Background: an optimization exercise with open tools, aiming at small area, a short achievable clock period and few clock cycles per item. Do not read the settings as production practice.
The RTL was checked by simulation tests, not by an equivalence proof against the original design.
Power is estimated from default activity; no workload was simulated.

==> flow/design.v <==
`timescale 1ns / 1ps
`default_nettype none
package sse_pkg;
    localparam int DATA_W = 32;
    typedef struct packed {
        logic signed [DATA_W-1:0] value;
        logic                     is_last;
    } sse_in_t;
    typedef struct packed {
        logic signed [DATA_W-1:0] sorted_value;
        logic                     last_out;
        logic                     overflowed;
    } sse_out_t;
    typedef struct packed {
        logic insert;      
        logic close;       
        logic close_ovf;   
        logic advance;     
    } sse_cmd_t;
    typedef struct packed {
        logic full;            
        logic set_full;        
        logic full_next;
        logic set_full_next;
    } sse_status_t;
endpackage
`default_nettype wire
`timescale 1ns / 1ps
`default_nettype none
module sse_ctrl (
    input  wire logic                 aclk,
    input  wire logic                 aresetn,
    input  wire logic                 s_valid,
    input  wire sse_pkg::sse_in_t     s_data,
    output logic                      s_ready,
    input  wire sse_pkg::sse_status_t status,
    output sse_pkg::sse_cmd_t         cmd,
    output logic signed [sse_pkg::DATA_W-1:0] x_value,   
    output logic signed [sse_pkg::DATA_W-1:0] y_value    
);
    logic y_vld_reg, y_last_reg;
    logic x_vld_reg, x_last_reg;
    logic signed [sse_pkg::DATA_W-1:0] y_value_reg, x_value_reg;
    logic ovf_reg;         
    logic ready_reg;
    logic take, drop, x_leaves, x_vld_next, y_vld_next;
    assign drop         = x_vld_reg && status.set_full;
    assign cmd.insert   = x_vld_reg && !status.set_full && !status.full;
    assign x_leaves     = drop || cmd.insert;
    assign cmd.close    = x_leaves && x_last_reg;
    assign cmd.close_ovf = ovf_reg || drop;
    assign cmd.advance  = y_vld_reg && (!x_vld_reg || x_leaves);
    assign x_value      = x_value_reg;
    assign y_value      = y_value_reg;
    assign take       = s_valid && ready_reg;
    assign x_vld_next = cmd.advance || (x_vld_reg && !x_leaves);
    assign y_vld_next = take || (y_vld_reg && !cmd.advance);
    assign s_ready    = ready_reg;
    always_ff @(posedge aclk) begin
        if (take) begin
            y_value_reg <= s_data.value;
            y_last_reg  <= s_data.is_last;
        end
        if (cmd.advance) begin
            x_value_reg <= y_value_reg;
            x_last_reg  <= y_last_reg;
        end
    end
    always_ff @(posedge aclk) begin
        if (!aresetn) begin
            y_vld_reg <= 1'b0;
            x_vld_reg <= 1'b0;
            ovf_reg   <= 1'b0;
            ready_reg <= 1'b1;
        end else begin
            y_vld_reg <= y_vld_next;
            x_vld_reg <= x_vld_next;
            if (cmd.close) begin
                ovf_reg <= 1'b0;
            end else if (drop) begin
                ovf_reg <= 1'b1;
            end
            ready_reg <= !y_vld_next || !x_vld_next || status.set_full_next ||
                         !status.full_next;
        end
    end
endmodule
`default_nettype wire
`timescale 1ns / 1ps
`default_nettype none
module sse_datapath #(
    parameter int DEPTH = 32
) (
    input  wire logic                      aclk,
    input  wire logic                      aresetn,
    input  wire sse_pkg::sse_cmd_t         cmd,
    input  wire logic signed [sse_pkg::DATA_W-1:0] x_value,
    input  wire logic signed [sse_pkg::DATA_W-1:0] y_value,
    output sse_pkg::sse_status_t           status,
    output logic                           m_valid,
    input  wire logic                      m_ready,
    output sse_pkg::sse_out_t              m_data
);
    localparam int W  = sse_pkg::DATA_W;
    localparam int NC = DEPTH;
    logic signed [W-1:0] val_reg [NC];
    logic [NC-1:0] vld_reg, cur_reg, tag_reg, gt_reg;
    logic [W-1:0]  val_next [NC];
    logic [NC-1:0] vld_next, cur_next, tag_next, gt_next;
    logic [NC-1:0] gt_src;    
    logic tag_in_reg;      
    logic ovf_vld_reg;     
    logic ovf_tag_reg;     
    logic m_valid_reg;
    logic pop, ins, last_out;
    logic x_gt_y;          
    function automatic logic gt_s(input logic [W-1:0] a, input logic [W-1:0] b);
        logic [W-1:0] au, bu;
        logic [31:0] g0, p0;
        logic [15:0] g1, p1;
        logic [7:0]  g2, p2;
        logic [3:0]  g3, p3;
        logic [1:0]  g4, p4;
        au = {~a[W-1], a[W-2:0]};
        bu = {~b[W-1], b[W-2:0]};
        for (int k = 0; k < 32; k++) begin
            g0[k] = au[k] & ~bu[k];
            p0[k] = au[k] | ~bu[k];
        end
        for (int k = 0; k < 16; k++) begin
            g1[k] = g0[2*k+1] | (p0[2*k+1] & g0[2*k]);
            p1[k] = p0[2*k+1] & p0[2*k];
        end
        for (int k = 0; k < 8; k++) begin
            g2[k] = g1[2*k+1] | (p1[2*k+1] & g1[2*k]);
            p2[k] = p1[2*k+1] & p1[2*k];
        end
        for (int k = 0; k < 4; k++) begin
            g3[k] = g2[2*k+1] | (p2[2*k+1] & g2[2*k]);
            p3[k] = p2[2*k+1] & p2[2*k];
        end
        for (int k = 0; k < 2; k++) begin
            g4[k] = g3[2*k+1] | (p3[2*k+1] & g3[2*k]);
            p4[k] = p3[2*k+1] & p3[2*k];
        end
        gt_s = g4[1] | (p4[1] & g4[0]);
    endfunction
    logic [NC+1:0] c;
    logic [NC-1:0] s_l, s_h, s_r, s_x;
    assign c[0]    = 1'b0;
    assign c[NC+1] = 1'b1;
    for (genvar i = 0; i < NC; i++) begin : g_cmp
        assign c[i+1]    = !vld_reg[i] || (cur_reg[i] && gt_reg[i]);
        assign gt_src[i] = cmd.advance ? gt_s(val_reg[i], y_value) : gt_reg[i];
    end
    assign x_gt_y   = gt_s(x_value, y_value);
    assign pop      = m_valid_reg && m_ready;
    assign ins      = cmd.insert;
    assign last_out = !vld_reg[1] || (tag_reg[1] != tag_reg[0]);
    for (genvar i = 0; i < NC; i++) begin : g_cell
        assign s_l[i] = !pop && ins && c[i+1] && c[i];
        assign s_x[i] = ins && (pop ? (c[i+2] && !c[i+1]) : (c[i+1] && !c[i]));
        assign s_r[i] = pop && !(ins && c[i+2]);
        assign s_h[i] = ins ? (pop ? c[i+1] : !c[i+1]) : !pop;
        logic [W-1:0] v_l, v_r;
        logic         e_l, e_r;    
        logic         u_l, u_r, t_l, t_r, g_l, g_r;
        if (i > 0) begin : g_left
            assign v_l = val_reg[i-1];
            assign e_l = vld_reg[i-1];
            assign u_l = cur_reg[i-1];
            assign t_l = tag_reg[i-1];
            assign g_l = gt_src[i-1];
        end else begin : g_left0
            assign v_l = '0;
            assign e_l = 1'b0;
            assign u_l = 1'b0;
            assign t_l = 1'b0;
            assign g_l = 1'b0;
        end
        if (i < NC - 1) begin : g_right
            assign v_r = val_reg[i+1];
            assign e_r = vld_reg[i+1];
            assign u_r = cur_reg[i+1];
            assign t_r = tag_reg[i+1];
            assign g_r = gt_src[i+1];
        end else begin : g_rightn
            assign v_r = '0;
            assign e_r = 1'b0;
            assign u_r = 1'b0;
            assign t_r = 1'b0;
            assign g_r = 1'b0;
        end
        assign val_next[i] = ({W{s_l[i]}} & v_l) | ({W{s_h[i]}} & val_reg[i]) |
                             ({W{s_r[i]}} & v_r) | ({W{s_x[i]}} & x_value);
        assign vld_next[i] = (s_l[i] & e_l) | (s_h[i] & vld_reg[i]) | (s_r[i] & e_r) | s_x[i];
        assign cur_next[i] = !cmd.close &&
                             ((s_l[i] & u_l) | (s_h[i] & cur_reg[i]) | (s_r[i] & u_r) | s_x[i]);
        assign tag_next[i] = (s_l[i] & t_l) | (s_h[i] & tag_reg[i]) | (s_r[i] & t_r) |
                             (s_x[i] & tag_in_reg);
        assign gt_next[i]  = (s_l[i] & g_l) | (s_h[i] & gt_src[i]) | (s_r[i] & g_r) |
                             (s_x[i] & x_gt_y);
    end
    always_ff @(posedge aclk) begin
        for (int i = 0; i < NC; i++) begin
            val_reg[i] <= val_next[i];
        end
        tag_reg <= tag_next;
        gt_reg  <= gt_next;
    end
    always_ff @(posedge aclk) begin
        if (!aresetn) begin
            vld_reg     <= '0;
            cur_reg     <= '0;
            tag_in_reg  <= 1'b0;
            ovf_vld_reg <= 1'b0;
            ovf_tag_reg <= 1'b0;
            m_valid_reg <= 1'b0;
        end else begin
            vld_reg <= vld_next;
            cur_reg <= cur_next;
            if (cmd.close) begin
                tag_in_reg <= !tag_in_reg;
            end
            if (cmd.close && cmd.close_ovf) begin
                ovf_vld_reg <= 1'b1;
                ovf_tag_reg <= tag_in_reg;
            end else if (pop && last_out && (tag_reg[0] == ovf_tag_reg)) begin
                ovf_vld_reg <= 1'b0;
            end
            m_valid_reg <= vld_next[0] && !cur_next[0];
        end
    end
    assign status.full          = vld_reg[NC-1];
    assign status.set_full      = cur_reg[0] && vld_reg[DEPTH-1];
    assign status.full_next     = vld_next[NC-1];
    assign status.set_full_next = cur_next[0] && vld_next[DEPTH-1];
    assign m_valid              = m_valid_reg;
    assign m_data.sorted_value  = val_reg[0];
    assign m_data.last_out      = last_out;
    assign m_data.overflowed    = ovf_vld_reg && (tag_reg[0] == ovf_tag_reg);
endmodule
`default_nettype wire
`timescale 1ns / 1ps
`default_nettype none
module selection_sort_engine_core #(
    parameter int DEPTH = 32
) (
    input  wire logic              aclk,
    input  wire logic              aresetn,
    input  wire logic              s_valid,
    output logic                   s_ready,
    input  wire sse_pkg::sse_in_t  s_data,
    output logic                   m_valid,
    input  wire logic              m_ready,
    output sse_pkg::sse_out_t      m_data
);
    sse_pkg::sse_cmd_t    cmd;
    sse_pkg::sse_status_t status;
    logic signed [sse_pkg::DATA_W-1:0] x_value, y_value;
    sse_ctrl u_ctrl (
        .aclk    (aclk),
        .aresetn (aresetn),
        .s_valid (s_valid),
        .s_data  (s_data),
        .s_ready (s_ready),
        .status  (status),
        .cmd     (cmd),
        .x_value (x_value),
        .y_value (y_value)
    );
    sse_datapath #(
        .DEPTH (DEPTH)
    ) u_datapath (
        .aclk    (aclk),
        .aresetn (aresetn),
        .cmd     (cmd),
        .x_value (x_value),
        .y_value (y_value),
        .status  (status),
        .m_valid (m_valid),
        .m_ready (m_ready),
        .m_data  (m_data)
    );
endmodule
`default_nettype wire
==> flow/run.sh <==
#!/bin/bash
# synth_recipe.tcl (not shown) runs the flow's synth.tcl, then flattens the netlist and writes it again
# the make line also repeats each setting of config.mk as NAME=value (left out here)
make -C /OpenROAD-flow-scripts/flow DESIGN_CONFIG=/design/flow/config.mk WORK_HOME=/design/flow/orfs CLKGATE_MAP_FILE= SYNTH_SCRIPT=/design/flow/synth_recipe.tcl finish
==> flow/config.mk <==
export PLATFORM = sky130hd
export DESIGN_NAME = selection_sort_engine_core
export DESIGN_NICKNAME = selection_sort_engine_core
export VERILOG_FILES = /design/flow/design.v
export SDC_FILE = /design/flow/constraint.sdc
export NUM_CORES = 4
export LEC_CHECK = 0
export CAP_MARGIN = 20
export CORE_MARGIN = 2
export CORE_UTILIZATION = 30
export PLACE_DENSITY = 0.45
export SETUP_SLACK_MARGIN = 1.5
export SLEW_MARGIN = 20
==> flow/constraint.sdc <==
create_clock -name core_clock -period 4.5 [get_ports {aclk}]
set_input_delay 0.9000 -clock core_clock [delete_from_list [all_inputs] [get_ports {aclk}]]
set_output_delay 0.9000 -clock core_clock [all_outputs]
set_load 0.01 [all_outputs]
==> results.json, run 1 <==
{
  "io_buffers": 72,
  "cts_buffer_depth": 3,
  "synth-edff-count": 66,
  "regArea_sq_um": 25200,
  "worstHoldPathType": "flop to flop",
  "antenna_found_initial": 37,
  "top_layer_used": "met5",
  "start_util_pct": 30.2,
  "nNetsFinal": 7937,
  "drv_cap": 0,
  "vias": 73843,
  "tritoncts": "yes",
  "synth_area_sq_um": 65100,
  "synth_cells": 7883,
  "route.detailed.drc": 0,
  "drive_gt1_share_pct": 14.6,
  "coreArea_sq_um": 215000,
  "hold_buffers": 0,
  "leakagePower_uw": 0.0282,
  "grt_pass1_wl_um": 513000,
  "syn_avg_cell_area_sq_um": 8.26,
  "synth.distinct_cells": 92,
  "clkSinkCount": 1226,
  "synthFlopType": "dfxtp_1",
  "synth_top_cell_area_share_pct": 35.7,
  "skew_ns": 0.0356,
  "netlist_top_cells_count": "1231 x nand2_1, 1168 x a222oi_1, 1160 x dfxtp_1, 790 x o21ai_0, 600 x clkbuf_1",
  "htree_levels": 4,
  "power_density_nw_per_um2": 534,
  "fin_crit_ns": 3.05,
  "ys_seq_elements": 1226,
  "gp_congestion": 0.944,
  "tns_ns": 0,
  "synthToLayoutAreaGrowth_pct": 20.5,
  "synth_most_common_cell": "nand2_1",
  "outcome": "no timing/DRC/antenna violations",
  "wl_met1_um": 141000,
  "yosys.area.top_type": "dfxtp_1",
  "synthesis.nets": 7920,
  "wl_per_cell_um": 34.6,
  "finalHoldViolCount": 0,
  "drt-initial-drc-count": 15702,
  "start_kind": "flop",
  "required_ns": 5.20,
  "worstPathArrival_ns": 3.75,
  "root_buffer": "clkbuf_16",
  "grt_use_total_pct": 31.6,
  "fp-row-count": 170,
  "fill_cells": 22240,
  "pre_cts_ws_ns": 0.261,
  "async_flop_share_pct": 0,
  "post-dp-hpwl_um": 259000,
  "die-width_um": 470,
  "max-slew-margin-rel_pct": 37.2,
  "synth_area_leaders": "dfxtp_1 36%, a222oi_1 18%, nand2_1 7.1%",
  "setup_viol": 0,
  "synth_warnings": 4,
  "postRouteAntennaNets": 0,
  "dieArea_sq_um": 221000,
  "worst_pin_slew_ns": 0.941,
  "largest_reg_flops": 1024,
  "clk_pin_slew_ns": 0.06,
  "cts_buffers": 149,
  "slew_violations": 0,
  "io_pins": 73,
  "multi_input_area_sq_um": 36700,
  "layout_setup_ws_ns": 1.45,
  "wl_met2_um": 168000,
  "critical_path_class": "flop to flop",
  "drt-total-wl_um": 377000,
  "rsz0062_at_grt": "true",
  "worstSkewPairLatency_ns": 0.83,
  "max_freq_mhz": 328,
  "grt_pass1_vias": 68705,
  "period_share_pct": 67.8,
  "cp-end-kind": "flop",
  "ys_seq_area_share_pct": 38.7,
  "firstDrtPassIters": 15,
  "dr_wl_met3_um": 42500,
  "cp_max_fo": 16,
  "grt_max_degree": 66,
  "viasPerCell": 6.79,
  "gr-total-overflow": 0,
  "ir_drop_mv": 0.328,
  "dieHeight_um": 470
}
final cells by class:
| type | count | area share, % |
|---|---|---|
| sequential | 1226 | 32.2 |
| clock inverter | 42 | 0.547 |
| timing repair inverter | 5 | 0.0447 |
| tap | 2838 | 4.53 |
| inverter | 416 | 2.23 |
| multi-input combinational | 5475 | 46.8 |
| clock buffer | 234 | 5.87 |
| timing repair buffer | 627 | 7.81 |
| antenna | 19 | 0.0606 |
layer usage:
| layer | vias to the layer above | track usage (%) |
|---|---|---|
| li1 | 31364 | - |
| met1 | 36466 | 38.4 |
| met2 | 4909 | 50.1 |
| met3 | 1088 | 8.71 |
| met4 | 16 | 18.4 |
| met5 | - | 0 |
through the flow:
| stage | area, sq um | cells | power [uW] | hold slack [ns] | utilization (%) |
|---|---|---|---|---|---|
| floorplan | 65100 | 7883 | 23300 | 0.400 | - |
| global placement | 70100 | 10420 | 27900 | 0.404 | 32.6 |
| global route | 78400 | 10864 | 43400 | 0.438 | 36.4 |
| CTS | 76600 | 10788 | 41000 | 0.420 | 35.6 |
| finish | 78400 | 10882 | 41900 | 0.416 | 36.4 |
| detailed placement | 70100 | 10420 | 28100 | 0.407 | 32.6 |
worst max-delay path, cell delays in order, from the launching register on:
cell and delay (ns):
edfxtp_1 0.42, buf_6 0.15, buf_12 0.10, inv_6 0.06
buf_4 0.20, o21ai_0 0.23, a31oi_1 0.12, o21ai_0 0.28
a21oi_1 0.20, a211o_4 0.35, buf_12 0.19, a222oi_1 0.43
o21ai_1 0.12
placed cells by master, fill, tap and decap left out, types with 39 or more instances in the layout:
cell / netlist / routed
nand2_1: 1231 / 1227
a222oi_1: 1168 / 1168
dfxtp_1: 1160 / 1150
o21ai_0: 790 / 762
a21oi_1: 480 / 438
buf_4: 12 / 429
inv_1: 386 / 361
nor2_1: 263 / 200
o22ai_1: 188 / 186
clkbuf_16: 0 / 163
nand2b_1: 142 / 139
maj3_1: 111 / 103
a22oi_1: 104 / 101
nor2b_1: 91 / 87
buf_12: 0 / 69
clkdlybuf4s50_1: 0 / 67
edfxtp_1: 66 / 66
o221ai_1: 68 / 62
nor3_1: 77 / 57
a22o_1: 56 / 56
nand3_1: 57 / 54
nor2_2: 0 / 49
clkbuf_8: 0 / 45
a21o_1: 44 / 44
buf_6: 3 / 42
o211ai_1: 39 / 39
cells by family (layout without fill, tap and decap cells):
logic type,after synthesis,in the layout,synth area share [%]
compound gates,3363,3364,38.9
simple gates,1983,1985,13.2
flops,1226,1226,38.7
buf+inv,1185,1324,7.15
fa+ha+maj,120,120,1.86
xor+xnor,4,4,0.0538
mux,2,2,0.0308
other cells,0,19,0
path summary, 6_finish.rpt:
check,startpoint,endpoint,slack [ns],cells after the start
hold reg to reg,u_ctrl.y_last_reg$_DFFE_PP_,u_ctrl.x_last_reg$_DFFE_PP_,0.42,0
setup / recovery,u_ctrl.y_value_reg[19]$_DFFE_PP_,u_datapath.gt_reg[23]$_DFF_P_,1.45,12
setup reg to reg,u_ctrl.y_value_reg[19]$_DFFE_PP_,u_datapath.gt_reg[23]$_DFF_P_,1.45,12
hold / removal,u_ctrl.y_last_reg$_DFFE_PP_,u_ctrl.x_last_reg$_DFFE_PP_,0.42,0
where the power goes:
group,internal (uW),switching (uW)
clock,7380,5330
sequential,13800,5270
combinational,4790,5290
total,26000,15900
timing repair:
action | 4_1_cts | 5_1_grt
gates resized for setup | 155 | 231
hold endpoints to repair | 0 | 0
buffers inserted | 88 | 61
pin swaps | 29 | 85
gates cloned | 4 | 14
setup endpoints to repair | 764 | 497
Testbench counts, summed over its fixed seeds: cycles 4,063, items 3,794.
==> run 2, diff against run 1 <==
--- a/flow/config.mk
+++ b/flow/config.mk
@@ -7,7 +7,5 @@
 export LEC_CHECK = 0
 export CAP_MARGIN = 20
 export CORE_MARGIN = 2
-export CORE_UTILIZATION = 30
-export PLACE_DENSITY = 0.45
-export SETUP_SLACK_MARGIN = 1.5
+export CORE_UTILIZATION = 40
 export SLEW_MARGIN = 20
==> run 2 against run 1 <==
  * Die area down 25%
  * Clock-buffer cell count down 7
  * Clock power down 5%
  * Via count up 0.12%
  * Worst hold slack better by 0.0050 ns
  * Critical endpoint is now u_datapath.gt_reg[2]$_DFF_P_
  * Power down 3.5%
  * Clock skew up 0.0050 ns
  * Register-to-register slack worse by 0.67 ns
  * Maximum frequency down 18%
==> results.json, run 2 <==
{
  "grt_pass1_wl_um": 481000,
  "postRouteAntennaNets": 0,
  "skew_ns": 0.0406,
  "viasPerCell": 7.38,
  "cts_buffers": 144,
  "tritoncts": "yes",
  "cp_max_fo": 9,
  "outcome": "no timing/DRC/antenna violations",
  "postCtsSetupRepairBufs": 0,
  "start_util_pct": 40.1,
  "slew_violations": 0,
  "tns_ns": 0,
  "coreArea_sq_um": 162000,
  "leakagePower_uw": 0.0266,
  "ys_seq_area_share_pct": 38.7,
  "reg2reg_to": "u_datapath.gt_reg[2]$_DFF_P_",
  "worst_pin_slew_ns": 1.25,
  "max_freq_mhz": 269,
  "vias": 73931,
  "grt_use_total_pct": 38.8,
  "drt-initial-drc-count": 17675,
  "rsz0062_at_grt": "false",
  "root_buffer": "clkbuf_16",
  "worstSkewPairLatency_ns": 0.81,
  "pre_cts_ws_ns": 0.536,
  "post-dp-hpwl_um": 239000,
  "finalHoldViolCount": 0,
  "synth_area_leaders": "dfxtp_1 36%, a222oi_1 18%, nand2_1 7.1%",
  "final_cell_mix": "1230 x nand2_1, 1168 x a222oi_1, 1159 x dfxtp_1",
  "max-slew-margin-rel_pct": 16.7,
  "dieArea_sq_um": 166000,
  "gr-total-overflow": 0,
  "synth_area_sq_um": 65100,
  "clkSinkCount": 1226,
  "nNetsFinal": 7751,
  "yosys.area.top_type": "dfxtp_1",
  "clk_pin_slew_ns": 0.06,
  "grt_max_degree": 49,
  "synth_most_common_cell": "nand2_1",
  "ir_drop_mv": 0.411,
  "io_buffers": 72,
  "rr_startpoint": "u_ctrl.y_value_reg[14]$_DFFE_PP_",
  "dieHeight_um": 407,
  "hold_buffers": 0,
  "worstHoldPathType": "flop to flop",
  "fin_crit_ns": 3.72,
  "cp-end-kind": "flop",
  "period_share_pct": 82.6,
  "drt-total-wl_um": 343000,
  "holdPathEnd": "u_ctrl.x_last_reg$_DFFE_PP_",
  "firstDrtPassIters": 15,
  "route.detailed.drc": 0,
  "final_common_cell": "nand2_1",
  "power_density_nw_per_um2": 548,
  "io_pins": 73,
  "syn_avg_cell_area_sq_um": 8.26,
  "layout_setup_ws_ns": 0.785,
  "synth-edff-count": 66,
  "required_ns": 5.22,
  "synth_cells": 7883,
  "hold-worst-slack_ns": 0.421,
  "die-width_um": 407,
  "crit_path_top_delay_cell": "edfxtp_1",
  "gp_congestion": 0.995,
  "critical_path_class": "flop to flop",
  "cts_buffer_depth": 3,
  "grt_pass1_vias": 68173,
  "htree_levels": 4,
  "setup_viol": 0,
  "synth_top_cell_area_share_pct": 35.7,
  "synthesis.nets": 7920,
  "synthFlopType": "dfxtp_1",
  "fp-row-count": 148,
  "cts_resized": 0,
  "synthToLayoutAreaGrowth_pct": 13.4,
  "synth_warnings": 4,
  "drv_cap": 0,
  "netlist_top_cells_count": "1231 x nand2_1, 1168 x a222oi_1, 1160 x dfxtp_1, 790 x o21ai_0, 600 x clkbuf_1",
  "r2r_cells": 9,
  "ys_seq_elements": 1226,
  "min_from": "u_ctrl.y_last_reg$_DFFE_PP_",
  "drive_gt1_share_pct": 10.4,
  "start_kind": "flop",
  "worstPathArrival_ns": 4.43,
  "wl_per_cell_um": 34.2,
  "crit_path_cell_trace": "buf_4 > a222oi_1 > or4b_2 > a211oi_1 > a21o_1 > o21ai_0 > nand3_1 > o211ai_1 > nand4b_1",
  "async_flop_share_pct": 0,
  "whs_path_depth": 0,
  "cpPeakStageDelay_ns": 0.85,
  "largest_reg_flops": 1024,
  "synth.distinct_cells": 92,
  "antenna_found_initial": 20,
  "reg2reg_slack_ns": 0.78
}
-- run 2: worst max path at each step --
stage,startpoint,end,slack (ns),cells past startpoint
floorplan,u_datapath.cur_reg[0]$_SDFF_PN0_,u_datapath.gt_reg[5]$_DFF_P_,1.22,10
detailed placement,m_ready,u_datapath.val_reg[21][27]$_DFF_P_,0.54,8
finish,u_ctrl.y_value_reg[14]$_DFFE_PP_,u_datapath.gt_reg[2]$_DFF_P_,0.78,9
CTS,u_ctrl.y_value_reg[17]$_DFFE_PP_,u_datapath.gt_reg[15]$_DFF_P_,0.83,10
global placement,m_ready,u_datapath.val_reg[21][8]$_DFF_P_,0.64,8
global route,u_ctrl.y_value_reg[29]$_DFFE_PP_,u_datapath.gt_reg[19]$_DFF_P_,0.71,9
-- run 2: per-stage QoR --
stage	utilization (%)	power, uW	instances	cell area [sq um]
after global placement	42.5	27500	9743	69000
final	45.5	40400	10022	73800
after detailed placement	42.5	27800	9743	69000
after floorplan	-	23300	7883	65100
after CTS	45.5	39700	10010	73800
after global routing	45.5	41700	10010	73800
-- run 2: cells by family after synthesis --
group / count (synthesis) / synth area share [%]
buf+inv: 1185 / 7.15
xor+xnor: 4 / 0.0538
mux: 2 / 0.0308
compound gates: 3363 / 38.9
simple gates: 1983 / 13.2
fa+ha+maj: 120 / 1.86
flops: 1226 / 38.7
-- run 2: critical path, delay by kind of cell, from the launching register on --
family	cells	cell delay, ns
compound gates	5	1.30
buf+inv	1	0.40
flops	1	0.85
simple gates	3	1.05
-- run 2: cell type report --
| class | count | area, sq um |
|---|---|---|
| Fill cell | 15937 | 88400 |
| Multi-Input combinational cell | 5472 | 35700 |
| Sequential cell | 1226 | 25200 |
| Clock buffer | 227 | 4380 |
| Timing Repair Buffer | 454 | 3870 |
| Tap cell | 2175 | 2720 |
| Inverter | 416 | 1560 |
| Clock inverter | 40 | 402 |
| Antenna cell | 12 | 30.0 |
-- run 2: power by group --
group	internal (uW)	switching [uW]	total, uW
Sequential	13800	5220	19000
Combinational	4420	4850	9280
Clock	6940	5170	12100
Total	25200	15200	40400
-- run 2: routing by layer --
layer	wire, um	share of wire (%)	up-vias	GRT usage, %
met1	123000	36	35726	46.3
met4	25800	7.5	8	26.6
met3	44900	13	1344	12.4
li1	-	-	30932	-
met2	149000	43	5921	59.2
met5	46	0.013	-	0.0287
==> run 3, diff against run 2 <==
--- a/flow/design.v
+++ b/flow/design.v
@@ -51,18 +51,18 @@
     assign cmd.close_ovf = ovf_reg || drop;
     assign cmd.advance  = y_vld_reg && (!x_vld_reg || x_leaves);
     assign x_value      = x_value_reg;
-    assign y_value      = y_value_reg;
+    assign y_value      = ~y_value_reg;
     assign take       = s_valid && ready_reg;
     assign x_vld_next = cmd.advance || (x_vld_reg && !x_leaves);
     assign y_vld_next = take || (y_vld_reg && !cmd.advance);
     assign s_ready    = ready_reg;
     always_ff @(posedge aclk) begin
         if (take) begin
-            y_value_reg <= s_data.value;
+            y_value_reg <= ~s_data.value;
             y_last_reg  <= s_data.is_last;
         end
         if (cmd.advance) begin
-            x_value_reg <= y_value_reg;
+            x_value_reg <= ~y_value_reg;
             x_last_reg  <= y_last_reg;
         end
     end
--- a/flow/config.mk
+++ b/flow/config.mk
@@ -7,5 +7,6 @@
 export LEC_CHECK = 0
 export CAP_MARGIN = 20
 export CORE_MARGIN = 2
-export CORE_UTILIZATION = 40
+export CORE_UTILIZATION = 50
+export SETUP_SLACK_MARGIN = 2.0
 export SLEW_MARGIN = 20
==> run 3 against run 2 <==
  * Clock-buffer cell count decreased by 7
  * Worst setup slack improved by 0.78 ns
  * Area after synthesis increased by 0.81%
  * Sequential share of layout area decreased by 2.1 points
  * Routed wire length increased by 4.9%
  * Critical path type unchanged
  * Synthesized cell count increased by 5.8%
  * Largest cell class unchanged
  * Combinational power decreased by 28%
  * Cell count increased by 1.2%
  * Clock power about the same
  * Via count increased by 5.4%
  * Sequential power decreased by 19%
==> results.json, run 3 <==
{
  "wl_per_cell_um": 35.4,
  "vias": 77910,
  "start_util_pct": 50.6,
  "nNetsFinal": 8319,
  "synth_area_leaders": "dfxtp_1 35%, a222oi_1 16%, nand2_1 13%",
  "synth_cells": 8344,
  "drive_gt1_share_pct": 15.0,
  "gp_congestion": 0.990,
  "cpPeakStageDelay_ns": 0.42,
  "ys_seq_area_share_pct": 38.4,
  "grt_pass1_wl_um": 504000,
  "start_kind": "flop",
  "tritoncts": "yes",
  "drt-initial-drc-count": 20584,
  "cp-end-kind": "flop",
  "ys_seq_elements": 1226,
  "gr-total-overflow": 0,
  "drv_cap": 0,
  "synthesis.nets": 8381,
  "worst_pin_slew_ns": 1.03,
  "fin_crit_ns": 2.93,
  "firstDrtPassIters": 17,
  "fp-row-count": 132,
  "dieArea_sq_um": 134000,
  "fill_cells": 11571,
  "worstSkewPairLatency_ns": 0.82,
  "power_density_nw_per_um2": 436,
  "drt-total-wl_um": 359000,
  "crit_path_top_delay_cell": "a211oi_1",
  "clkSinkCount": 1226,
  "utilization_pct": 60.8,
  "setup_viol": 0,
  "largest_reg_flops": 1024,
  "synth_most_common_cell": "nand2_1",
  "leakagePower_uw": 0.0310,
  "synth.distinct_cells": 89,
  "dieHeight_um": 366,
  "synth_area_sq_um": 65600,
  "multi_input_area_sq_um": 38500,
  "io_pins": 73,
  "slew_violations": 0,
  "final_cell_mix": "2199 x nand2_1, 1124 x dfxtp_1, 1060 x a222oi_1",
  "cts_buffer_depth": 3,
  "synthToLayoutAreaGrowth_pct": 20.3,
  "outcome": "no timing/DRC/antenna violations",
  "synthFlopType": "dfxtp_1",
  "synth_top_cell_area_share_pct": 35.4,
  "ir_drop_mv": 0.384,
  "route.detailed.drc": 0,
  "tns_ns": 0,
  "grt_pass1_vias": 69116,
  "coreArea_sq_um": 130000,
  "final_common_cell": "nand2_1",
  "synth_warnings": 4,
  "post-dp-hpwl_um": 225000,
  "required_ns": 5.19,
  "worstHoldPathType": "flop to flop",
  "viasPerCell": 7.68,
  "clk_pin_slew_ns": 0.06,
  "period_share_pct": 65.1,
  "rsz0062_at_grt": "true",
  "yosys.area.top_type": "dfxtp_1",
  "skew_ns": 0.0323,
  "htree_levels": 4,
  "die-width_um": 366,
  "crit_path_cell_trace": "buf_4 > buf_6 > buf_16 > a31oi_1 > a2111oi_1 > a211oi_1 > nor3_1 > a211oi_2 > a21oi_2 > or2_1 > a211o_1",
  "grt_max_degree": 75,
  "netlist_top_cells_count": "2209 x nand2_1, 1160 x dfxtp_1, 1060 x a222oi_1, 615 x a21oi_1, 555 x clkbuf_1",
  "critical_path_class": "flop to flop",
  "antenna_found_initial": 20,
  "grt_use_total_pct": 50.4,
  "max_freq_mhz": 341,
  "cts_buffers": 144,
  "io_buffers": 72,
  "postRouteAntennaNets": 0,
  "cp_max_fo": 13,
  "async_flop_share_pct": 0,
  "finalHoldViolCount": 0,
  "hold_buffers": 0,
  "syn_avg_cell_area_sq_um": 7.87,
  "regArea_sq_um": 25300,
  "root_buffer": "clkbuf_16",
  "worstPathArrival_ns": 3.62,
  "max-slew-margin-rel_pct": 31.3,
  "synth-edff-count": 66
}
run 3: cell types whose count changed after synthesis, sizes merged, moves of 55 or more:
| cell | before | now |
|---|---|---|
| o22a | 16 | 71 |
| a222oi | 1168 | 1060 |
| a22oi | 104 | 171 |
| inv | 399 | 153 |
| o22ai | 188 | 253 |
| a21oi | 484 | 629 |
| nor2b | 92 | 7 |
| o21ai | 795 | 290 |
| nor2 | 263 | 486 |
| nand2 | 1231 | 2209 |
| buf | 169 | 281 |
| nand2b | 142 | 9 |
run 3: cells by family after synthesis:
group / count (synthesis) / synth area share, %
simple gates: 3038 / 18.6
compound gates: 3008 / 35.3
flops: 1226 / 38.4
buf+inv: 990 / 6.45
fa+ha+maj: 77 / 1.20
xor+xnor: 3 / 0.0400
mux: 2 / 0.0305
run 3: critical path, delay by kind of cell, from the launching register on:
family	cells	cell delay, ns
AOI/OAI and AO/OA	6	1.48
buffers and inverters	3	0.50
DFF	1	0.40
and+or+nand+nor	2	0.43
run 3: per-stage QoR:
step	hold WS [ns]	std cells	cell area [sq um]	worst slack (ns)	power (uW)
after CTS	0.477	10096	77600	1.73	33500
after global placement	0.447	9650	68400	0.918	20600
after global routing	0.511	10141	78900	1.50	35100
after floorplan	0.400	8344	65700	1.94	17800
final	0.485	10145	78900	1.57	34400
after detailed placement	0.465	9650	68400	0.903	20700
run 3: timing repair:
| action | 4_1_cts | 5_1_grt |
|---|---|---|
| pin swaps | 109 | 74 |
| endpoints found under the setup margin | 671 | 693 |
| gates cloned | 40 | 5 |
| gates resized for setup | 533 | 216 |
| buffers inserted | 145 | 38 |
run 3: layer usage:
layer | GRT usage, % | wire length [um] | up-vias
met5 | 0 | 106 | -
met4 | 35.3 | 29800 | 16
met3 | 20.9 | 64000 | 1462
met2 | 67.5 | 138000 | 7268
met1 | 64.9 | 127000 | 36852
li1 | - | - | 32312
run 3: area by class of cell:
| cell class | count | share of cell area [%] |
|---|---|---|
| Multi-Input combinational cell | 6132 | 48.8 |
| Sequential cell | 1226 | 32.0 |
| Timing Repair Buffer | 622 | 9.37 |
| Clock buffer | 220 | 5.53 |
| Tap cell | 1742 | 2.76 |
| Inverter | 154 | 0.791 |
| Clock inverter | 41 | 0.629 |
| Timing Repair inverter | 2 | 0.0222 |
| Antenna cell | 6 | 0.0190 |
run 3: report_power, final:
group | internal [uW] | switching [uW]
clock | 7150 | 5150
sequential | 12400 | 2970
combinational | 2850 | 3840
run 3: path summary, 6_finish.rpt:
kind                                                       from                           end  slack [ns]  depth (start not counted)
worst max register to register  u_ctrl.y_value_reg[0]$_DFFE_PP_  u_datapath.gt_reg[2]$_DFF_P_        1.57                         11
worst max-delay path            u_ctrl.y_value_reg[0]$_DFFE_PP_  u_datapath.gt_reg[2]$_DFF_P_        1.57                         11
worst min-delay path                u_ctrl.ovf_reg$_SDFFE_PP0P_   u_ctrl.ovf_reg$_SDFFE_PP0P_        0.48                          2
worst min register to register      u_ctrl.ovf_reg$_SDFFE_PP0P_   u_ctrl.ovf_reg$_SDFFE_PP0P_        0.48                          2
Testbench counts of run 3, summed over its fixed seeds: cycles 4,063, items 3,794.
==> run 4, diff against run 3 <==
--- a/flow/config.mk
+++ b/flow/config.mk
@@ -8,5 +8,7 @@
 export CAP_MARGIN = 20
 export CORE_MARGIN = 2
 export CORE_UTILIZATION = 50
+export CTS_BUF_LIST = sky130_fd_sc_hd__clkbuf_8
+export CTS_CLUSTER_SIZE = 16
 export SETUP_SLACK_MARGIN = 2.0
 export SLEW_MARGIN = 20
==> run 4 against run 3 <==
  * Still clean
  * Maximum frequency is 1.3% higher
  * Flip-flop and latch count did not move
  * Cell count increased by 1.7%
  * Sequential power is essentially flat
  * Largest power group unchanged
==> results.json, run 4 <==
{
  "async_flop_share_pct": 0,
  "period_share_pct": 64.3,
  "postPlaceCellArea_sq_um": 68400,
  "p_sw_uw": 12100,
  "power.share.combinational_pct": 20.7,
  "tns_ns": 0,
  "synth_area_sq_um": 65600,
  "cpPeakStageDelay_ns": 0.42,
  "leakagePower_uw": 0.0314,
  "setup_viol": 0,
  "cp.buffers_inverters": 2,
  "route.detailed.drc": 0,
  "drt-initial-drc-count": 20207,
  "stdcell_area_sq_um": 79000,
  "synthFlopType": "dfxtp_1",
  "slew_violations": 0,
  "max-slew-margin-rel_pct": 34.0,
  "postRouteAntennaNets": 0,
  "synth.distinct_cells": 89,
  "intPower_uw": 21300,
  "io_pins": 73,
  "synthesis.nets": 8381,
  "nNetsFinal": 8424,
  "finalHoldViolCount": 0,
  "synth_top_cell_area_share_pct": 35.4,
  "coreArea_sq_um": 130000,
  "synth_warnings": 4,
  "rsz0062_at_grt": "true",
  "crit_family": "compound AO/OA/AOI/OAI gates",
  "grt_use_total_pct": 49.6,
  "cts_buffer_depth": 3,
  "max_freq_mhz": 346,
  "synthToLayoutAreaGrowth_pct": 20.3,
  "clk_pin_slew_ns": 0.06,
  "die-width_um": 366,
  "cp-end-kind": "flop",
  "netlist_top_cells_count": "2209 x nand2_1, 1160 x dfxtp_1, 1060 x a222oi_1, 615 x a21oi_1, 555 x clkbuf_1",
  "viasPerCell": 7.63,
  "grt_max_degree": 74,
  "cts_buffers": 216,
  "start_kind": "flop",
  "wl_per_cell_um": 35.3,
  "ir_drop_mv": 0.327,
  "crit_path_top_delay_cell": "edfxtp_1",
  "htree_levels": 4,
  "vias": 78784,
  "grt_pass1_vias": 69151,
  "post-dp-hpwl_um": 225000,
  "worstSkewPairLatency_ns": 0.96,
  "drt-total-wl_um": 364000,
  "worstHoldPathType": "flop to flop",
  "tritoncts": "yes",
  "ys_seq_elements": 1226,
  "drive_gt1_share_pct": 16.7,
  "grt_pass1_wl_um": 497000,
  "syn_avg_cell_area_sq_um": 7.87,
  "largest_reg_flops": 1024,
  "outcome": "no timing/DRC/antenna violations",
  "crit_path_frequent_cell": "o22ai_2",
  "crit_path_cell_trace": "buf_12 > buf_16 > o22a_1 > o21ai_2 > o22ai_2 > maj3_2 > a2111oi_4 > o22ai_2 > a21o_1 > a22o_1 > a211o_1",
  "cp_max_fo": 13,
  "power_density_nw_per_um2": 422,
  "start_util_pct": 50.6,
  "fin_crit_ns": 2.89,
  "synth_area_leaders": "dfxtp_1 35%, a222oi_1 16%, nand2_1 13%",
  "synth_most_common_cell": "nand2_1",
  "worst_pin_slew_ns": 0.987,
  "gr-total-overflow": 0,
  "final_cell_mix": "2199 x nand2_1, 1121 x dfxtp_1, 1060 x a222oi_1",
  "power_frac_clock_pct": 33.2,
  "drv_cap": 0,
  "antenna_found_initial": 21,
  "required_ns": 5.34,
  "io_buffers": 72,
  "power.share.switching_pct": 36.2,
  "worstPathArrival_ns": 3.74,
  "firstDrtPassIters": 17,
  "synth_cells": 8344,
  "dieArea_sq_um": 134000,
  "yosys.area.top_type": "dfxtp_1",
  "final_common_cell": "nand2_1",
  "root_buffer": "clkbuf_8",
  "critical_path_class": "flop to flop",
  "skew_ns": 0.0394,
  "dieHeight_um": 366,
  "ys_seq_area_share_pct": 38.4,
  "p_seq_share_pct": 46.1,
  "fp-row-count": 132,
  "synth-edff-count": 66,
  "gp_congestion": 0.990,
  "clkSinkCount": 1226
}
## run 4: routing by layer
layer	track usage [%]	vias to the layer above	wire length [um]
met2	66.9	7404	140000
li1	-	32545	-
met3	20.3	1557	65400
met4	33.7	20	30400
met5	0	-	322
met1	63.9	37258	128000
## run 4: worst paths after layout
path	from	to	slack, ns	depth (start not counted)
max	u_ctrl.y_value_reg[7]$_DFFE_PP_	u_datapath.gt_reg[2]$_DFF_P_	1.61	11
min	u_ctrl.ovf_reg$_SDFFE_PP0P_	u_ctrl.ovf_reg$_SDFFE_PP0P_	0.48	2
max reg2reg	u_ctrl.y_value_reg[7]$_DFFE_PP_	u_datapath.gt_reg[2]$_DFF_P_	1.61	11
min reg2reg	u_ctrl.ovf_reg$_SDFFE_PP0P_	u_ctrl.ovf_reg$_SDFFE_PP0P_	0.48	2
## run 4: power groups by stage
stage          combinational (uW)  clock (uW)  sequential (uW)
2_1_floorplan                3830           0            14000
4_1_cts                      6190       11000            15000
3_5_place_dp                 5440           0            15300
6_report                     6890       11100            15400
3_3_place_gp                 5340           0            15300
5_1_grt                      7210       11500            15300
## run 4: repair_timing
item                       4_1_cts  5_1_grt
pin swaps                       77      118
setup endpoints to repair      583      565
hold buffers                     0        0
gates resized for setup        530      290
cloned                          28       21
setup buffers                  139       73
## run 4: cell type report
type	instances	area [sq um]
diodes	9	22.5
clock buffers	288	3960
clock inverters	114	601
fillers	11723	50800
inverters	154	621
multi-input cells	6131	38600
flip-flops and latches	1226	25300
well taps	1742	2180
repair buffers	656	7620
repair inverters	2	17.5
## run 4: cell families after synthesis
kind of cell             count (synthesis)  share of synthesized area [%]
AND/OR/NAND/NOR                       3038                           18.6
AO/OA/AOI/OAI                         3008                           35.3
flip-flops                            1226                           38.4
buffers and inverters                  990                           6.45
adder cells (fa/ha/maj)                 77                           1.20
XOR/XNOR                                 3                         0.0400
multiplexers                             2                         0.0305
## run 4: worst register-to-register path: stages (launching register included)
cell       delay, ns
edfxtp_1        0.42
buf_12          0.18
buf_16          0.17
o22a_1          0.24
o21ai_2         0.08
o22ai_2         0.09
maj3_2          0.35
a2111oi_4       0.41
o22ai_2         0.21
a21o_1          0.25
a22o_1          0.19
a211o_1         0.23
## run 4: metrics by stage
step / instances / utilization (%) / setup slack (ns) / power [uW] / hold slack, ns
after floorplan: 8344 / - / 1.94 / 17800 / 0.400
after global placement: 9650 / 52.7 / 0.918 / 20600 / 0.447
after detailed placement: 9650 / 52.7 / 0.903 / 20700 / 0.465
after CTS: 10219 / 58.9 / 1.74 / 32200 / 0.445
after global routing: 10315 / 60.8 / 1.53 / 34000 / 0.502
final: 10322 / 60.8 / 1.61 / 33300 / 0.483
==> run 5, diff against run 4 <==
--- a/flow/config.mk
+++ b/flow/config.mk
@@ -5,6 +5,7 @@
 export SDC_FILE = /design/flow/constraint.sdc
 export NUM_CORES = 4
 export LEC_CHECK = 0
+export ABC_AREA = 1
 export CAP_MARGIN = 20
 export CORE_MARGIN = 2
 export CORE_UTILIZATION = 50
==> run 5 against run 4 <==
  * Worst setup slack improved by 0.28 ns
  * Via count up 7.5%
  * Combinational power rose by about 90%
  * Clock skew rose by 0.0049 ns
  * Final area rose by 1.7%
==> results.json, run 5 <==
{
  "root_buffer": "clkbuf_8",
  "power.share.switching_pct": 42.2,
  "synth_area_leaders": "dfxtp_1 33%, nand2_1 18%, o21ai_0 6.3%",
  "grt_pass1_vias": 79035,
  "rsz0062_at_grt": "true",
  "synth_cells": 10801,
  "power.share.combinational_pct": 30.6,
  "intPower_uw": 24700,
  "cp.buffers_inverters": 2,
  "crit_family": "flip-flops",
  "max-slew-margin-rel_pct": 20.0,
  "nNetsFinal": 10844,
  "gp_congestion": 1.02,
  "grt_max_degree": 68,
  "viasPerCell": 6.57,
  "start_kind": "flop",
  "yosys.area.top_type": "dfxtp_1",
  "ir_drop_mv": 0.317,
  "ys_seq_area_share_pct": 35.4,
  "ys_seq_elements": 1226,
  "grt_use_total_pct": 49.0,
  "htree_levels": 4,
  "cpPeakStageDelay_ns": 0.34,
  "drv_cap": 0,
  "cts_buffer_depth": 3,
  "required_ns": 3.60,
  "synthesis.nets": 10838,
  "power_frac_clock_pct": 24.6,
  "leakagePower_uw": 0.0316,
  "finalHoldViolCount": 0,
  "antenna_found_initial": 27,
  "synth_most_common_cell": "nand2_1",
  "grt_pass1_wl_um": 528000,
  "synthToLayoutAreaGrowth_pct": 12.7,
  "synthFlopType": "dfxtp_1",
  "dieHeight_um": 382,
  "cp-end-kind": "primary output",
  "synth_area_sq_um": 71300,
  "die-width_um": 382,
  "slew_violations": 0,
  "pre_cts_ws_ns": 0.293,
  "netlist_top_cells_count": "3453 x nand2_1, 1160 x dfxtp_1, 897 x inv_1, 894 x o21ai_0, 713 x nor2_1",
  "largest_reg_flops": 1024,
  "critical_path_class": "flop to primary output",
  "worst_pin_slew_ns": 1.20,
  "reg2reg_to": "u_datapath.gt_reg[12]$_DFF_P_",
  "use_met1_pct": 57.2,
  "fin_crit_ns": 2.61,
  "rr_startpoint": "u_ctrl.y_value_reg[1]$_DFFE_PP_",
  "synth.distinct_cells": 55,
  "p_seq_share_pct": 44.8,
  "worstPathArrival_ns": 1.71,
  "coreArea_sq_um": 142000,
  "synth_top_cell_area_share_pct": 32.6,
  "min_from": "u_ctrl.y_last_reg$_DFFE_PP_",
  "clk_pin_slew_ns": 0.06,
  "drive_gt1_share_pct": 10.0,
  "async_flop_share_pct": 0,
  "period_share_pct": 58.0,
  "io_buffers": 72,
  "gr-total-overflow": 0,
  "route.detailed.drc": 0,
  "post-dp-hpwl_um": 256000,
  "grt.busiest_layer": "met2",
  "grt_use_met3_pct": 16.2,
  "start_util_pct": 50.3,
  "power_density_nw_per_um2": 532,
  "grt.met2_usage_pct": 73.1,
  "clkSinkCount": 1226,
  "wl_per_cell_um": 29.0,
  "drt-total-wl_um": 373000,
  "firstDrtPassIters": 9,
  "setup_viol": 0,
  "postRouteAntennaNets": 0,
  "crit_path_cell_trace": "inv_2 > a21oi_2 > o21ai_2 > buf_2",
  "final_common_cell": "nand2_1",
  "tns_ns": 0,
  "synth_warnings": 4,
  "r2r_cells": 14,
  "layout_setup_ws_ns": 1.89,
  "vias": 84683,
  "crit_path_top_delay_cell": "dfxtp_2",
  "dieArea_sq_um": 146000,
  "synth-edff-count": 66,
  "tritoncts": "yes",
  "hold_buffers": 0,
  "fp-row-count": 138,
  "io_pins": 73,
  "outcome": "no timing/DRC/antenna violations",
  "max_freq_mhz": 383,
  "skew_ns": 0.0443,
  "cts_buffers": 218,
  "reg2reg_slack_ns": 1.93,
  "holdPathEnd": "u_ctrl.x_last_reg$_DFFE_PP_",
  "syn_avg_cell_area_sq_um": 6.60,
  "cp_max_fo": 4,
  "final_cell_mix": "3439 x nand2_1, 1127 x dfxtp_1, 947 x inv_1",
  "whs_path_depth": 0,
  "p_sw_uw": 18000,
  "worstHoldPathType": "flop to flop",
  "drt-initial-drc-count": 11910,
  "worstSkewPairLatency_ns": 0.99
}
run 5: cell types whose count changed after synthesis, moves of 111 or more:
cell	before	now
nand2_1	2209	3453
a222oi_1	1060	0
inv_1	152	897
o21ai_0	272	894
a22oi_1	171	557
nand3_1	49	431
nor2_1	485	713
o2111ai_1	13	228
o221ai_1	45	249
o211ai_1	38	236
a21oi_1	615	465
clkbuf_1	555	421
o22ai_1	252	141
run 5: metal layers:
metal / vias to the layer above / routed length, um
met3: 1707 / 48800
met4: 14 / 35400
li1: 36971 / -
met5: - / 90
met2: 6193 / 156000
met1: 39798 / 133000
run 5: area by class of cell:
cell class | instances | area, sq um
inverters | 977 | 4000
flip-flops and latches | 1226 | 25300
repair buffers | 477 | 4570
multi-input cells | 7894 | 39800
clock inverters | 132 | 588
well taps | 1890 | 2360
repair inverters | 13 | 95.1
fillers | 13981 | 61300
clock buffers | 265 | 3650
diodes | 9 | 22.5
run 5: how the worst max path moves through the flow:
| stage | start | end | slack, ns | cells past startpoint |
|---|---|---|---|---|
| after floorplan | m_ready | u_datapath.val_reg[23][24]$_DFF_P_ | 2.14 | 9 |
| after global routing | u_datapath.tag_reg[0]$_DFF_P_ | m_data[0] | 1.83 | 3 |
| final | u_datapath.tag_reg[1]$_DFF_P_ | m_data[1] | 1.89 | 4 |
| after CTS | u_datapath.tag_reg[0]$_DFF_P_ | m_data[0] | 1.84 | 3 |
| after detailed placement | m_ready | u_datapath.cur_reg[7]$_SDFF_PN0_ | 0.29 | 10 |
| after global placement | m_ready | u_datapath.cur_reg[7]$_SDFF_PN0_ | 0.36 | 10 |
run 5: metrics by stage:
| step | power [uW] | hold WS, ns | std cells | utilization [%] | cell area (sq um) |
|---|---|---|---|---|---|
| global placement | 30900 | 0.412 | 12327 | 52.0 | 73600 |
| CTS | 41700 | 0.404 | 12803 | 55.9 | 79200 |
| detailed placement | 31200 | 0.408 | 12329 | 52.0 | 73600 |
| finish | 42700 | 0.405 | 12883 | 56.7 | 80300 |
| floorplan | 26200 | 0.400 | 10801 | - | 71300 |
| global route | 44600 | 0.417 | 12876 | 56.7 | 80300 |
run 5: timing repair:
item	CTS	global route
setup buffers	65	64
pin swaps	11	10
gates cloned	12	7
resized for setup	320	145
endpoints found under the setup margin	1175	766
run 5: power groups by stage:
| stage | clock (uW) | combinational, uW | sequential, uW |
|---|---|---|---|
| 5_1_grt | 10900 | 14400 | 19300 |
| 3_5_place_dp | 0 | 12300 | 19000 |
| 2_1_floorplan | 0 | 8920 | 17200 |
| 4_1_cts | 10400 | 12500 | 18800 |
| 6_report | 10500 | 13100 | 19200 |
| 3_3_place_gp | 0 | 12000 | 19000 |
run 5: cells by family (layout without fill, tap and decap cells):
family | after synthesis | after routing | synth area share [%]
and+or+nand+nor | 4858 | 4862 | 27.3
AOI/OAI and AO/OA | 3030 | 3031 | 27.9
buffers and inverters | 1686 | 1864 | 9.42
DFF | 1226 | 1226 | 35.4
xor gates and xnor gates | 1 | 1 | 0.0123
other | 0 | 9 | 0
==> run 6, diff against run 5 <==
--- a/flow/config.mk
+++ b/flow/config.mk
@@ -11,5 +11,5 @@
 export CORE_UTILIZATION = 50
 export CTS_BUF_LIST = sky130_fd_sc_hd__clkbuf_8
 export CTS_CLUSTER_SIZE = 16
-export SETUP_SLACK_MARGIN = 2.0
+export SETUP_SLACK_MARGIN = 2.1
 export SLEW_MARGIN = 20
==> run 6 against run 5 <==
  * Still clean on timing, DRC and antenna
  * Sequential share of layout area shrank 0.37 points
  * Core utilization grew 0.68 points
  * Sequential power is essentially flat
  * Final area grew 1.2%
  * Non-clock buffer count grew 53
  * Power grew 0.50%
  * Register-to-register slack lost 0.08 ns
  * Worst hold slack lost 0.0090 ns
  * Critical path type unchanged
==> results.json, run 6 <==
{
  "outcome": "no timing/DRC/antenna violations",
  "cpPeakStageDelay_ns": 0.34,
  "finalHoldViolCount": 0,
  "final_common_cell": "nand2_1",
  "dieArea_sq_um": 146000,
  "max_freq_mhz": 376,
  "max-slew-margin-rel_pct": 35.2,
  "p_seq_share_pct": 44.6,
  "drv_cap": 0,
  "drt-total-wl_um": 380000,
  "netlist_top_cells_count": "3453 x nand2_1, 1160 x dfxtp_1, 897 x inv_1, 894 x o21ai_0, 713 x nor2_1",
  "skew_ns": 0.0470,
  "wl_per_cell_um": 29.3,
  "r2r_cells": 20,
  "clkSinkCount": 1226,
  "yosys.area.top_type": "dfxtp_1",
  "synth-edff-count": 66,
  "endpoint": "m_data[1]",
  "synthToLayoutAreaGrowth_pct": 14.1,
  "post-dp-hpwl_um": 256000,
  "tns_ns": 0,
  "synth_top_cell_area_share_pct": 32.6,
  "place_inst": 12329,
  "root_buffer": "clkbuf_8",
  "grt_max_degree": 68,
  "p_sw_uw": 18200,
  "grt.met2_usage_pct": 73.3,
  "synth_area_sq_um": 71300,
  "firstDrtPassIters": 12,
  "grt_use_met3_pct": 16.8,
  "postPlaceCellArea_sq_um": 73600,
  "rr_startpoint": "u_datapath.vld_reg[1]$_SDFF_PN0_",
  "async_flop_share_pct": 0,
  "grt.busiest_layer": "met2",
  "setup_viol": 0,
  "final_cell_mix": "3436 x nand2_1, 1122 x dfxtp_1, 941 x inv_1",
  "synthesis.nets": 10838,
  "crit_path_start": "u_datapath.tag_reg[1]$_DFF_P_",
  "use_met1_pct": 57.4,
  "ys_seq_area_share_pct": 35.4,
  "io_buffers": 72,
  "syn_avg_cell_area_sq_um": 6.60,
  "io_pins": 73,
  "hold-worst-slack_ns": 0.396,
  "die-width_um": 382,
  "route.detailed.drc": 0,
  "worstHoldPathType": "flop to flop",
  "synth.distinct_cells": 55,
  "cp-end-kind": "primary output",
  "slew_violations": 0,
  "hold_buffers": 0,
  "gr-total-overflow": 0,
  "crit_path_top_delay_cell": "dfxtp_2",
  "worstSkewPairLatency_ns": 0.98,
  "clk_pin_slew_ns": 0.06,
  "min_from": "u_ctrl.y_last_reg$_DFFE_PP_",
  "synthFlopType": "dfxtp_1",
  "power.share.combinational_pct": 30.9,
  "ir_drop_mv": 0.317,
  "ys_seq_elements": 1226,
  "crit_path_frequent_cell": "buf_6",
  "viasPerCell": 6.58,
  "postRouteAntennaNets": 0,
  "grt_pass1_wl_um": 530000,
  "power_density_nw_per_um2": 528,
  "layout.cells.non_filler": 12952,
  "synth_warnings": 4,
  "antenna_found_initial": 34,
  "tritoncts": "yes",
  "required_ns": 3.60,
  "largest_reg_flops": 1024,
  "coreArea_sq_um": 142000,
  "cp.buffers_inverters": 3,
  "worstPathArrival_ns": 1.76,
  "period_share_pct": 59.2,
  "dieHeight_um": 382,
  "intPower_uw": 24800,
  "grt_use_total_pct": 49.3,
  "drt-initial-drc-count": 12678,
  "htree_levels": 4,
  "worst_pin_slew_ns": 0.971,
  "gp_congestion": 1.02,
  "power_frac_clock_pct": 24.5,
  "rsz0062_at_grt": "true",
  "vias": 85274,
  "power.share.switching_pct": 42.3,
  "cts_buffers": 218,
  "cts_buffer_depth": 3,
  "synth_area_leaders": "dfxtp_1 33%, nand2_1 18%, o21ai_0 6.3%",
  "synth_most_common_cell": "nand2_1",
  "leakagePower_uw": 0.0320,
  "nNetsFinal": 10902,
  "fin_crit_ns": 2.66,
  "grt_pass1_vias": 79309,
  "drive_gt1_share_pct": 10.7,
  "power.total_uw": 43000,
  "cp_max_fo": 3,
  "start_util_pct": 50.3,
  "critical_path_class": "flop to primary output",
  "crit_path_cell_trace": "inv_2 > buf_6 > o21ai_4 > buf_6",
  "start_kind": "flop",
  "reg2reg_to": "u_datapath.ovf_vld_reg$_SDFFE_PN0P_",
  "fp-row-count": 138,
  "crit_family": "flip-flops",
  "reg2reg_slack_ns": 1.85,
  "stdcell_area_sq_um": 81300,
  "path_depth": 4,
  "synth_cells": 10801
}
==> run 6: cells by family after synthesis <==
kind of cell | Yosys count | synth area share, %
AO/OA/AOI/OAI | 3030 | 27.9
AND/OR/NAND/NOR | 4858 | 27.3
XOR/XNOR | 1 | 0.0123
flip-flops | 1226 | 35.4
buffers and inverters | 1686 | 9.42
==> run 6: area by class of cell <==
class                      instances  area (sq um)
sequential                      1226         25300
fill                           13848         60300
multi-input combinational       7893         39900
clock inverter                   132           588
timing repair inverter            19           141
clock buffer                     265          3650
tap                             1890          2360
timing repair buffer             530          5190
antenna                           20          50.0
inverter                         977          4090
==> run 6: power groups by stage <==
stage / Clock, uW / Sequential (uW) / Combinational (uW)
after CTS: 10400 / 18800 / 12600
after global placement: 0 / 19000 / 12000
after global routing: 10900 / 19300 / 14500
final: 10500 / 19200 / 13300
after detailed placement: 0 / 19000 / 12300
after floorplan: 0 / 17200 / 8920
==> run 6: how the worst min path moves through the flow <==
stage	endpoint	slack [ns]	depth (start not counted)
floorplan	u_ctrl.x_last_reg$_DFFE_PP_	0.40	0
global placement	u_ctrl.x_last_reg$_DFFE_PP_	0.41	0
detailed placement	u_ctrl.x_last_reg$_DFFE_PP_	0.41	0
CTS	u_ctrl.x_last_reg$_DFFE_PP_	0.40	0
global route	u_ctrl.x_last_reg$_DFFE_PP_	0.42	0
finish	u_ctrl.x_last_reg$_DFFE_PP_	0.40	0
==> run 6: what timing repair did <==
action / in CTS / in global routing
setup buffers: 116 / 61
pin swaps: 16 / 17
hold endpoints to repair: 0 / 0
gates resized for setup: 432 / 191
endpoints found under the setup margin: 1190 / 823
cloned: 19 / 10
==> run 6: layer usage <==
layer | up-vias | routed length (um)
li1 | 37144 | -
met2 | 6410 | 158000
met1 | 39947 | 133000
met4 | 16 | 36600
met3 | 1757 | 51300
met5 | - | 114
==> run 6: stage by stage <==
stage / worst slack (ns) / utilization, %
global route: 1.77 / 57.4
detailed placement: 0.293 / 52.0
global placement: 0.355 / 52.0
CTS: 1.84 / 56.4
floorplan: 2.14 / -
finish: 1.84 / 57.4
==> run 7, diff against run 6 <==
--- a/flow/design.v
+++ b/flow/design.v
@@ -112,6 +112,8 @@
     logic ovf_vld_reg;     
     logic ovf_tag_reg;     
     logic m_valid_reg;
+    logic last_out_reg, ovf_out_reg;    
+    logic ovf_vld_next, ovf_tag_next;
     logic pop, ins, last_out;
     logic x_gt_y;          
     function automatic logic gt_s(input logic [W-1:0] a, input logic [W-1:0] b);
@@ -201,6 +203,20 @@
         assign gt_next[i]  = (s_l[i] & g_l) | (s_h[i] & gt_src[i]) | (s_r[i] & g_r) |
                              (s_x[i] & x_gt_y);
     end
+    always_comb begin
+        ovf_vld_next = ovf_vld_reg;
+        ovf_tag_next = ovf_tag_reg;
+        if (cmd.close && cmd.close_ovf) begin
+            ovf_vld_next = 1'b1;
+            ovf_tag_next = tag_in_reg;
+        end else if (pop && last_out && (tag_reg[0] == ovf_tag_reg)) begin
+            ovf_vld_next = 1'b0;
+        end
+    end
+    always_ff @(posedge aclk) begin
+        last_out_reg <= !vld_next[1] || (tag_next[1] != tag_next[0]);
+        ovf_out_reg  <= ovf_vld_next && (tag_next[0] == ovf_tag_next);
+    end
     always_ff @(posedge aclk) begin
         for (int i = 0; i < NC; i++) begin
             val_reg[i] <= val_next[i];
@@ -222,12 +238,8 @@
             if (cmd.close) begin
                 tag_in_reg <= !tag_in_reg;
             end
-            if (cmd.close && cmd.close_ovf) begin
-                ovf_vld_reg <= 1'b1;
-                ovf_tag_reg <= tag_in_reg;
-            end else if (pop && last_out && (tag_reg[0] == ovf_tag_reg)) begin
-                ovf_vld_reg <= 1'b0;
-            end
+            ovf_vld_reg <= ovf_vld_next;
+            ovf_tag_reg <= ovf_tag_next;
             m_valid_reg <= vld_next[0] && !cur_next[0];
         end
     end
@@ -237,8 +249,8 @@
     assign status.set_full_next = cur_next[0] && vld_next[DEPTH-1];
     assign m_valid              = m_valid_reg;
     assign m_data.sorted_value  = val_reg[0];
-    assign m_data.last_out      = last_out;
-    assign m_data.overflowed    = ovf_vld_reg && (tag_reg[0] == ovf_tag_reg);
+    assign m_data.last_out      = last_out_reg;
+    assign m_data.overflowed    = ovf_out_reg;
 endmodule
 `default_nettype wire
 `timescale 1ns / 1ps
--- a/flow/config.mk
+++ b/flow/config.mk
@@ -11,5 +11,5 @@
 export CORE_UTILIZATION = 50
 export CTS_BUF_LIST = sky130_fd_sc_hd__clkbuf_8
 export CTS_CLUSTER_SIZE = 16
-export SETUP_SLACK_MARGIN = 2.1
+export SETUP_SLACK_MARGIN = 2.0
 export SLEW_MARGIN = 20
==> run 7 against run 6 <==
  * Register-to-register slack improved by 0.05 ns
  * Maximum frequency up 2.5%
  * Sequential power grew 7%
  * Worst setup slack better by 0.065 ns
  * Sequential share of layout area is 0.14 points higher
  * Non-clock buffer count decreased by 37
  * Synthesized cell count shrank 0.61%
  * Cell count fell by 0.31%
==> results.json, run 7 <==
{
  "synth_most_common_cell": "nand2_1",
  "power.share.switching_pct": 45.0,
  "worstHoldPathType": "input port to flop",
  "regArea_sq_um": 25300,
  "p_seq_share_pct": 44.6,
  "setup_viol": 0,
  "power_density_nw_per_um2": 570,
  "grt_max_degree": 68,
  "syn_avg_cell_area_sq_um": 6.66,
  "final_common_cell": "nand2_1",
  "io_buffers": 72,
  "viasPerCell": 7.04,
  "nNetsFinal": 10796,
  "start_util_pct": 50.5,
  "dieHeight_um": 382,
  "grt.busiest_layer": "met1",
  "fin_crit_ns": 2.60,
  "slew_violations": 0,
  "io_pins": 73,
  "r2r_cells": 13,
  "hold-worst-slack_ns": 0.448,
  "synth_top_cell_area_share_pct": 32.5,
  "synth.distinct_cells": 58,
  "synthesis.nets": 10772,
  "fill_cells": 13873,
  "postRouteAntennaNets": 0,
  "synth_area_sq_um": 71500,
  "drv_cap": 0,
  "stdcell_area_sq_um": 81100,
  "max_freq_mhz": 385,
  "power.share.combinational_pct": 31.5,
  "drt-total-wl_um": 439000,
  "cp-end-kind": "flop",
  "netlist_top_cells_count": "3352 x nand2_1, 1162 x dfxtp_1, 930 x o21ai_0, 911 x inv_1, 730 x nor2_1",
  "htree_levels": 4,
  "drt-initial-drc-count": 18892,
  "cts_buffers": 218,
  "critical_path_class": "flop to flop",
  "cts_buffer_depth": 3,
  "antenna_found_initial": 40,
  "leakagePower_uw": 0.0318,
  "intPower_uw": 25400,
  "synth-edff-count": 66,
  "multi_input_area_sq_um": 39700,
  "postPlaceCellArea_sq_um": 73600,
  "synthFlopType": "dfxtp_1",
  "finalHoldViolCount": 0,
  "wl_per_cell_um": 34.0,
  "vias": 90855,
  "gp_congestion": 1.04,
  "tns_ns": 0,
  "required_ns": 5.41,
  "whs_path_depth": 2,
  "power_frac_clock_pct": 23.9,
  "clk_pin_slew_ns": 0.06,
  "post-dp-hpwl_um": 279000,
  "die-width_um": 382,
  "max-slew-margin-rel_pct": 9.13,
  "fp-row-count": 138,
  "root_buffer": "clkbuf_8",
  "synthToLayoutAreaGrowth_pct": 13.4,
  "yosys.area.top_type": "dfxtp_1",
  "synth_cells": 10735,
  "ys_seq_area_share_pct": 35.3,
  "grt_pass1_wl_um": 586000,
  "clkSinkCount": 1228,
  "skew_ns": 0.0458,
  "route.detailed.drc": 0,
  "use_met1_pct": 72.0,
  "synth_warnings": 4,
  "final_cell_mix": "3342 x nand2_1, 1132 x dfxtp_1, 946 x inv_1",
  "start_kind": "flop",
  "ys_seq_elements": 1228,
  "worstSkewPairLatency_ns": 1.00,
  "period_share_pct": 57.7,
  "rsz0062_at_grt": "true",
  "grt_use_met3_pct": 31.8,
  "outcome": "no timing/DRC/antenna violations",
  "drive_gt1_share_pct": 10.5,
  "tritoncts": "yes",
  "cp_max_fo": 19,
  "grt.met2_usage_pct": 68.9,
  "ir_drop_mv": 0.321,
  "worstPathArrival_ns": 3.51,
  "gr-total-overflow": 0,
  "p_sw_uw": 20800,
  "coreArea_sq_um": 142000,
  "grt_pass1_vias": 77295,
  "grt_use_total_pct": 56.1,
  "async_flop_share_pct": 0,
  "firstDrtPassIters": 17,
  "largest_reg_flops": 1024,
  "dieArea_sq_um": 146000,
  "synth_area_leaders": "dfxtp_1 33%, nand2_1 18%, o21ai_0 6.5%",
  "worst_pin_slew_ns": 1.36
}
## run 7: cell types whose count changed in the layout (fill, tap and decap cells not counted), moves of 14 or more
cell	change
clkinvlp_4	-28
o21ai_1	-19
buf_6	-14
nand3_1	-42
nand2_1	-94
diode_2	+62
nor2_1	+19
o221ai_1	+64
inv_2	+25
buf_4	-26
o21ai_0	+45
a22oi_1	-28
dfxtp_2	-16
o211ai_1	-43
## run 7: per-stage QoR
stage	util, %	power (uW)	worst slack, ns	instances
after floorplan	-	26800	2.13	10735
after global placement	51.9	32900	0.614	12256
final	57.2	46300	1.90	12912
after detailed placement	51.9	33200	0.525	12256
after CTS	56.1	44000	1.93	12760
after global routing	57.1	47400	1.96	12835
## run 7: path summary, 6_finish.rpt
check,startpoint,to,slack (ns)
setup / recovery,u_ctrl.y_value_reg[0]$_DFFE_PP_,u_datapath.gt_reg[13]$_DFF_P_,1.90
hold / removal,s_data[23],u_ctrl.y_value_reg[22]$_DFFE_PP_,0.45
setup reg to reg,u_ctrl.y_value_reg[0]$_DFFE_PP_,u_datapath.gt_reg[13]$_DFF_P_,1.90
hold reg to reg,u_ctrl.y_last_reg$_DFFE_PP_,u_ctrl.x_last_reg$_DFFE_PP_,0.46
## run 7: logic make-up (layout without fill, tap and decap cells)
| group | after synthesis | count (layout) | share of synthesized area, % |
|---|---|---|---|
| simple gates | 4732 | 4741 | 26.6 |
| buf+inv | 1710 | 1904 | 9.68 |
| xor+xnor | 2 | 2 | 0.0245 |
| compound gates | 3063 | 3065 | 28.4 |
| flops | 1228 | 1228 | 35.3 |
| other cells | 0 | 82 | 0 |
## run 7: cell type report
| type | count | share of cell area (%) |
|---|---|---|
| Timing Repair Buffer | 493 | 5.97 |
| Clock inverter | 126 | 0.798 |
| Sequential cell | 1228 | 31.2 |
| Tap cell | 1890 | 2.92 |
| Timing Repair inverter | 12 | 0.110 |
| Clock buffer | 275 | 4.67 |
| Inverter | 998 | 5.09 |
| Multi-Input combinational cell | 7808 | 49.0 |
| Antenna cell | 82 | 0.253 |
## run 7: worst max-delay path, stage by stage, from the launching register on
cell	delay [ns]
edfxtp_1	0.68
buf_6	0.52
nand2_1	0.12
nand2_1	0.09
nand4_1	0.09
nand2_1	0.08
nand2_1	0.04
nand2_1	0.08
nand2_1	0.05
nand2_1	0.17
nand2_1	0.07
nand2_1	0.17
nand3_1	0.20
nand4_1	0.14
## run 7: power groups by stage
stage          clock network (uW)  logic (uW)  registers [uW]
6_report                    11100       14600           20600
5_1_grt                     11300       15600           20500
4_1_cts                     10800       13400           19800
3_5_place_dp                    0       13200           20000
3_3_place_gp                    0       12900           20000
2_1_floorplan                   0        9280           17500
## run 7: what timing repair did
action / 4_1_cts / 5_1_grt
setup buffers: 81 / 55
pin swaps: 13 / 7
resized for setup: 341 / 182
hold buffers: 0 / 0
gates cloned: 22 / 14
setup endpoints to repair: 1176 / 773
## run 7: metal layers
| layer | part of all wire [%] | wire length (um) |
|---|---|---|
| met1 | 36 | 157000 |
| met4 | 8.7 | 38100 |
| met3 | 20 | 87800 |
| met5 | 0.16 | 704 |
| met2 | 35 | 155000 |
Testbench counts of run 7, summed over its fixed seeds: cycles 4,063, items 3,794.

## what the ideal ports hide
No port has a modelled driver above. Below, the same layouts with a new extraction and two added sets of constraints. Step 1, drivers: a clkbuf_16 drives aclk and a buf_2 each remaining input, both assumed. Step 2 also shifts input and output timing later by t, the mid clock arrival at the registers, as if the neighbouring blocks saw the same clock. Slacks: no drivers / after step 1 / after step 2; pairs: no drivers / after step 1.
run	t (ns)	setup slack, ns
run 1	0.903	1.451 / 1.426 / 0.647
run 2	0.869	0.785 / 0.785 / 0.310
run 3	0.887	1.570 / 1.570 / 1.157
run 4	1.028	1.606 / 1.606 / 1.059
run 5	1.051	1.890 / 1.804 / 1.013
run 6	1.042	1.837 / 1.752 / 1.360
run 7	1.071	1.902 / 1.902 / 1.002
After both steps every run listed still meets setup and hold.
